Context: an optimization exercise on an open-source flow, tuned for small area. The choices shown serve that exercise and are no tape-out recipe.
Function was checked by simulation only, so behaviour that the tests miss may differ from the original.
No activity file was given, so power comes from the tool's default toggle rates.

==> run.sh <==
#!/bin/bash
# synth_recipe.tcl (not shown) runs the flow's synth.tcl, then flattens the netlist and writes it again
# the make line also repeats each setting of config.mk as NAME=value (left out here)
make -C /OpenROAD-flow-scripts/flow DESIGN_CONFIG=/design/flow/config.mk WORK_HOME=/design/flow/orfs CLKGATE_MAP_FILE= SYNTH_SCRIPT=/design/flow/synth_recipe.tcl finish
==> design.v <==
module regfile_sb_hold (
    input  logic en, enb, d, q,
    output logic nx
);
    assign nx = (en && d) || (enb && q);
endmodule
module regfile_sb_aoi222 (
    input  logic a1, a2, b1, b2, c1, c2,
    output logic y
);
    assign y = !((a1 && a2) || (b1 && b2) || (c1 && c2));
endmodule
module regfile_sb_aoi22 (
    input  logic a1, a2, b1, b2,
    output logic y
);
    assign y = !((a1 && a2) || (b1 && b2));
endmodule
module regfile_sb_rdbit (
    input  logic [31:0] s,
    input  logic [31:0] d,
    output logic        y
);
    logic [10:0] n;
    for (genvar k = 0; k < 10; k++) begin : g_aoi
        regfile_sb_aoi222 u (
            .a1(s[3*k]),   .a2(d[3*k]),
            .b1(s[3*k+1]), .b2(d[3*k+1]),
            .c1(s[3*k+2]), .c2(d[3*k+2]),
            .y(n[k])
        );
    end
    regfile_sb_aoi22 u_last (.a1(s[30]), .a2(d[30]), .b1(s[31]), .b2(d[31]), .y(n[10]));
    assign y = !(&n);
endmodule
module regfile_sb #(
    parameter int XLEN     = 32,
    parameter int NREGS    = 32,
    parameter bit ZERO_REG = 1'b1,
    parameter bit BYPASS   = 1'b1,
    localparam int AW      = $clog2(NREGS)
) (
    input  logic            clk,
    input  logic            rst_n,
    input  logic            we3,
    input  logic [AW-1:0]   wa3,
    input  logic [XLEN-1:0] wd3,
    input  logic [AW-1:0]   ra1,
    input  logic [AW-1:0]   ra2,
    output logic [XLEN-1:0] rd1,
    output logic [XLEN-1:0] rd2,
    input  logic            sb_set,
    input  logic [AW-1:0]   sb_addr,
    output logic            pend1,
    output logic            pend2,
    input  logic            clr_req,
    output logic            clr_busy,
    output logic            clr_done
);
    logic            busy;
    logic [AW-1:0]   cnt;
    logic [XLEN-1:0] regs [1:NREGS-1];
    logic [XLEN-1:0] regs_nx [1:NREGS-1];
    logic [NREGS-1:1] valid, pend;
    logic wr_q, sb_q, clr_start, byp1, byp2;
    logic [NREGS-1:1] wsel, ssel;
    logic [31:0] sel1, sel2;
    logic [31:0] col [XLEN];
    assign clr_start = clr_req && !busy;
    assign wr_q      = we3 && !busy && wa3 != '0;
    assign sb_q      = sb_set && !busy && sb_addr != '0;
    always_ff @(posedge clk or negedge rst_n) begin
        if (!rst_n)
            busy <= 1'b0;
        else if (busy)
            busy <= cnt != AW'(NREGS - 1);
        else
            busy <= clr_req;
    end
    always_ff @(posedge clk) begin
        if (busy)
            cnt <= cnt + 1'b1;
        else
            cnt <= '0;
    end
    assign clr_busy = busy;
    assign clr_done = busy && cnt == AW'(NREGS - 1);
    for (genvar i = 1; i < NREGS; i++) begin : g_ent
        assign wsel[i] = wr_q && wa3 == AW'(i);
        assign ssel[i] = sb_q && sb_addr == AW'(i);
        for (genvar j = 0; j < XLEN; j++) begin : g_hold
            regfile_sb_hold u_hold (
                .en(wsel[i]), .enb(!wsel[i]), .d(wd3[j]), .q(regs[i][j]), .nx(regs_nx[i][j])
            );
        end
        always_ff @(posedge clk) begin
            regs[i] <= regs_nx[i];
        end
        always_ff @(posedge clk or negedge rst_n) begin
            if (!rst_n) begin
                valid[i] <= 1'b0;
                pend[i]  <= 1'b0;
            end else if (clr_start) begin
                valid[i] <= 1'b0;
                pend[i]  <= 1'b0;
            end else begin
                if (wsel[i])
                    valid[i] <= 1'b1;
                if (ssel[i])
                    pend[i] <= 1'b1;
                else if (wsel[i])
                    pend[i] <= 1'b0;
            end
        end
        assign sel1[i-1] = ra1 == AW'(i) && valid[i] && !byp1;
        assign sel2[i-1] = ra2 == AW'(i) && valid[i] && !byp2;
    end
    assign byp1 = wr_q && wa3 == ra1;
    assign byp2 = wr_q && wa3 == ra2;
    assign sel1[31] = byp1;
    assign sel2[31] = byp2;
    for (genvar j = 0; j < XLEN; j++) begin : g_bit
        for (genvar i = 1; i < NREGS; i++) begin : g_col
            assign col[j][i-1] = regs[i][j];
        end
        assign col[j][31] = wd3[j];
        regfile_sb_rdbit u_rd1 (.s(sel1), .d(col[j]), .y(rd1[j]));
        regfile_sb_rdbit u_rd2 (.s(sel2), .d(col[j]), .y(rd2[j]));
    end
    always_comb begin
        pend1 = 1'b0;
        pend2 = 1'b0;
        for (int i = 1; i < NREGS; i++) begin
            pend1 = pend1 | (ra1 == AW'(i) && pend[i]);
            pend2 = pend2 | (ra2 == AW'(i) && pend[i]);
        end
    end
endmodule
==> constraint.sdc <==
create_clock -name core_clock -period 8.0 [get_ports {clk}]
set_input_delay 1.6000 -clock core_clock [delete_from_list [all_inputs] [get_ports {clk}]]
set_output_delay 1.6000 -clock core_clock [all_outputs]
set_load 0.01 [all_outputs]
==> config.mk <==
export PLATFORM = sky130hd
export DESIGN_NAME = regfile_sb
export DESIGN_NICKNAME = regfile_sb
export VERILOG_FILES = /design/flow/design.v
export SDC_FILE = /design/flow/constraint.sdc
export NUM_CORES = 8
export LEC_CHECK = 0
export CAP_MARGIN = 20
export CORE_MARGIN = 2
export CORE_UTILIZATION = 35
export SLEW_MARGIN = 20
export SYNTH_HIERARCHICAL = 1
export SYNTH_MINIMUM_KEEP_SIZE = 0
==> run notes <==
outcome finished with violations; WHS 437 ps; full die area 122,000 sq um; # IOs 125; Max-cap violations 0; Die Y 349 um; nets@finish between 3,000 and 4,000; Hold-fix buffers, CTS 0; worst vdd ir 0.194 mV; post-layout worst setup margin -71.4 ps; share of cells above drive strength 1 0.127; pre-CTS WS approximately 150 ps; core area 118,000 sq um; GPL Wtd Cong 0.965; number of flops mapped to enable cells by yosys 0; clock latency (worst-skew pair) just over 700 ps; Fin Setup TNS -280 ps; Rows 126; Leak Pwr around 19 nW; Final Max Tran Viols 0; Yosys Warn Count 12; fmax 0.124 GHz; CTS tree built; drt first pass iters 14; Clock Skews 23.8 ps; relative slew slack 0.124; Crit Path Category input pin to output port; vias in the first global route 38,978; Area Growth Syn to Fin 19.9%; worst-case clock buffer depth 3; drc violations 0; most common flop cell mapped by yosys dfxtp_1; Setup-failing EPs final 7; global-route wire length before repair 287,000 um; Tot GR Track Use 0.320; Iter 0 DRT Violations just under 10,000; syn_area_per_cell 12.1 sq um; Starting Density 0.353; post-synth net total 3,511; register area share after synthesis 0.517; PD cells ~250 nW/um^2; TritonCTS buffer count 109; I/O Buffers 124; synthesized flop and latch total roughly 1,100; worst-margin pin slew 1310 ps; Post-DP HPWL 115,000 um; CP Max Fanout 32; Worst setup EP type output port; initial antenna violation count 8; Antenna Nets Post-Route 0; critical path data required time 6400 ps; ratio of final minimum period to clock period 1.01; routed vias 41,827; commonest non-fill, non-tap cells in the layout a22o_1 (997), dfxtp_1 (997), a222oi_1 (640); Hold Crit Class register to register; Layout Utilization 0.423; H-tree depth 3; final hold vios 0; RSZ-0062 raised after global routing yes; Synth Instances 3,452; clk slew on worst S/H paths roughly 60 ps; post-synth cell types 57; CTS Sinks approximately 1,100; total grt overflow 0; violated checks negative setup slack; largest net degree at the start of global routing between 60 and 70; minimum clock period 8070 ps; Post-Syn Area 41,600 sq um; crit start category input pin; arrival time worst endpoint 6470 ps; clock root buffer clkbuf_16; Avg Vias per Cell 7.71; final WL 205,000 um; Die Wd around 350 um; Routed WL per cell around 38 um; asr flop ratio synth 0.0594
## Yosys cell counts, drive strengths merged (8+ instances only)
master | instances | area [sq um]
nor3 | 8 | 40.0
nand2b | 8 | 50.1
nand3b | 8 | 60.1
a32o | 12 | 120
or3 | 65 | 407
and3 | 59 | 369
inv | 39 | 146
a22oi | 84 | 951
a22o | 997 | 8730
and2 | 14 | 87.6
nor2 | 51 | 191
clkbuf | 24 | 91.3
a222oi | 640 | 6410
nand4 | 130 | 813
dfxtp | 997 | 20000
nand2 | 35 | 131
nor2b | 17 | 114
dfrtp | 63 | 1580
o21a | 31 | 233
nand3 | 75 | 375
## where the power goes
group          internal, W  total (W)  switching [W]
clock network      0.00327    0.00555        0.00228
registers          0.00567    0.00599       0.000320
logic             0.000357   0.000746       0.000389
## area by class of cell
type	instances	area [sq um]
diodes	8	20.0
clock buffers	148	3100
clock inverters	55	800
fillers	10976	68200
inverters	39	146
multi-input cells	2324	20100
flip-flops and latches	1060	21500
well taps	1536	1920
repair buffers	258	2330
## kinds of logic after synthesis
logic type / after synthesis / synth area share
compound gates: 1808 / 0.403
xor+xnor: 12 / 0.00252
fa+ha+maj: 2 / 0.000601
buf+inv: 68 / 0.00661
flops: 1060 / 0.517
mux: 7 / 0.00186
simple gates: 495 / 0.0684
## path summary, 6_finish.rpt
path	from	end	slack [ps]	cells after the start
min in group asynchronous	rst_n	pend[29]	1070	2
max	wa3[3]	rd2[26]	-70	11
max reg2reg	busy	regs[4][17]	3930	6
min	cnt[0]	cnt[0]	440	1
min reg2reg	cnt[0]	cnt[0]	440	1
max in group asynchronous	rst_n	busy	6310	2
## registers in the layout, indices dropped and copies added, names as in the netlist
signal,cells
busy,1
valid,31
regs,992
pend,31
cnt,5
## Yosys stat by module (local to each module, per instance)
module | cells | copies in the design
regfile_sb_hold | 1 | 992
regfile_sb_aoi22 | 1 | 64
regfile_sb_aoi222 | 1 | 640
regfile_sb | 1500 | 1
regfile_sb_rdbit | 4 | 64
## worst max-delay path, cell delays in order
cell and delay (ps):
clkdlybuf4s50_1 500, buf_4 220, or2_1 250, o31ai_1 700
o31ai_1 270, nor2_1 360, and3_2 1140, a222oi_1 240
nand4_1 370, or3_1 240, clkdlybuf4s50_1 550
## what timing repair did
action                                  4_1_cts  5_1_grt
buffers inserted                              0        0
endpoints found under the setup margin        0       19
gates resized for setup                       0        5
## layer usage
layer  track usage  vias up  wire [um]
li1              -    16598          -
met1         0.422    20408      76400
met2         0.437     3988      80500
met3         0.123      827      33600
met4         0.191        6      14600
met5             0        -         40
## per-stage QoR
step | instance area [sq um] | total power [W] | cells
after detailed placement | 46000 | 0.00680 | 5217
after global routing | 49900 | 0.0126 | 5420
after floorplan | 41600 | 0.00643 | 3452
final | 49900 | 0.0123 | 5428
after global placement | 46000 | 0.00678 | 5217
after CTS | 49900 | 0.0123 | 5420

-- re-timing with driven ports --
In the flow no input, the clock included, has a driving cell. The finished layout below was timed again as built, in two steps. Step 1, drivers: a clkbuf_16 drives clk and a buf_2 each remaining input, both assumed. Step 2, shift: input delay + t, output delay - t, t = (earliest + latest rising clock arrival at the registers) / 2. This alone moves slack from input paths to output paths. Slacks: ideal ports / drivers / drivers and shift; pairs: ideal ports / drivers.
t (ns): 0.772
setup slack, ns: -0.071 / -0.093 / -0.093
worst data-port slew with drivers (ns): 0.06
The setup slack of this run moves by -0.022 ns with the drivers and by -0.022 ns with both steps.
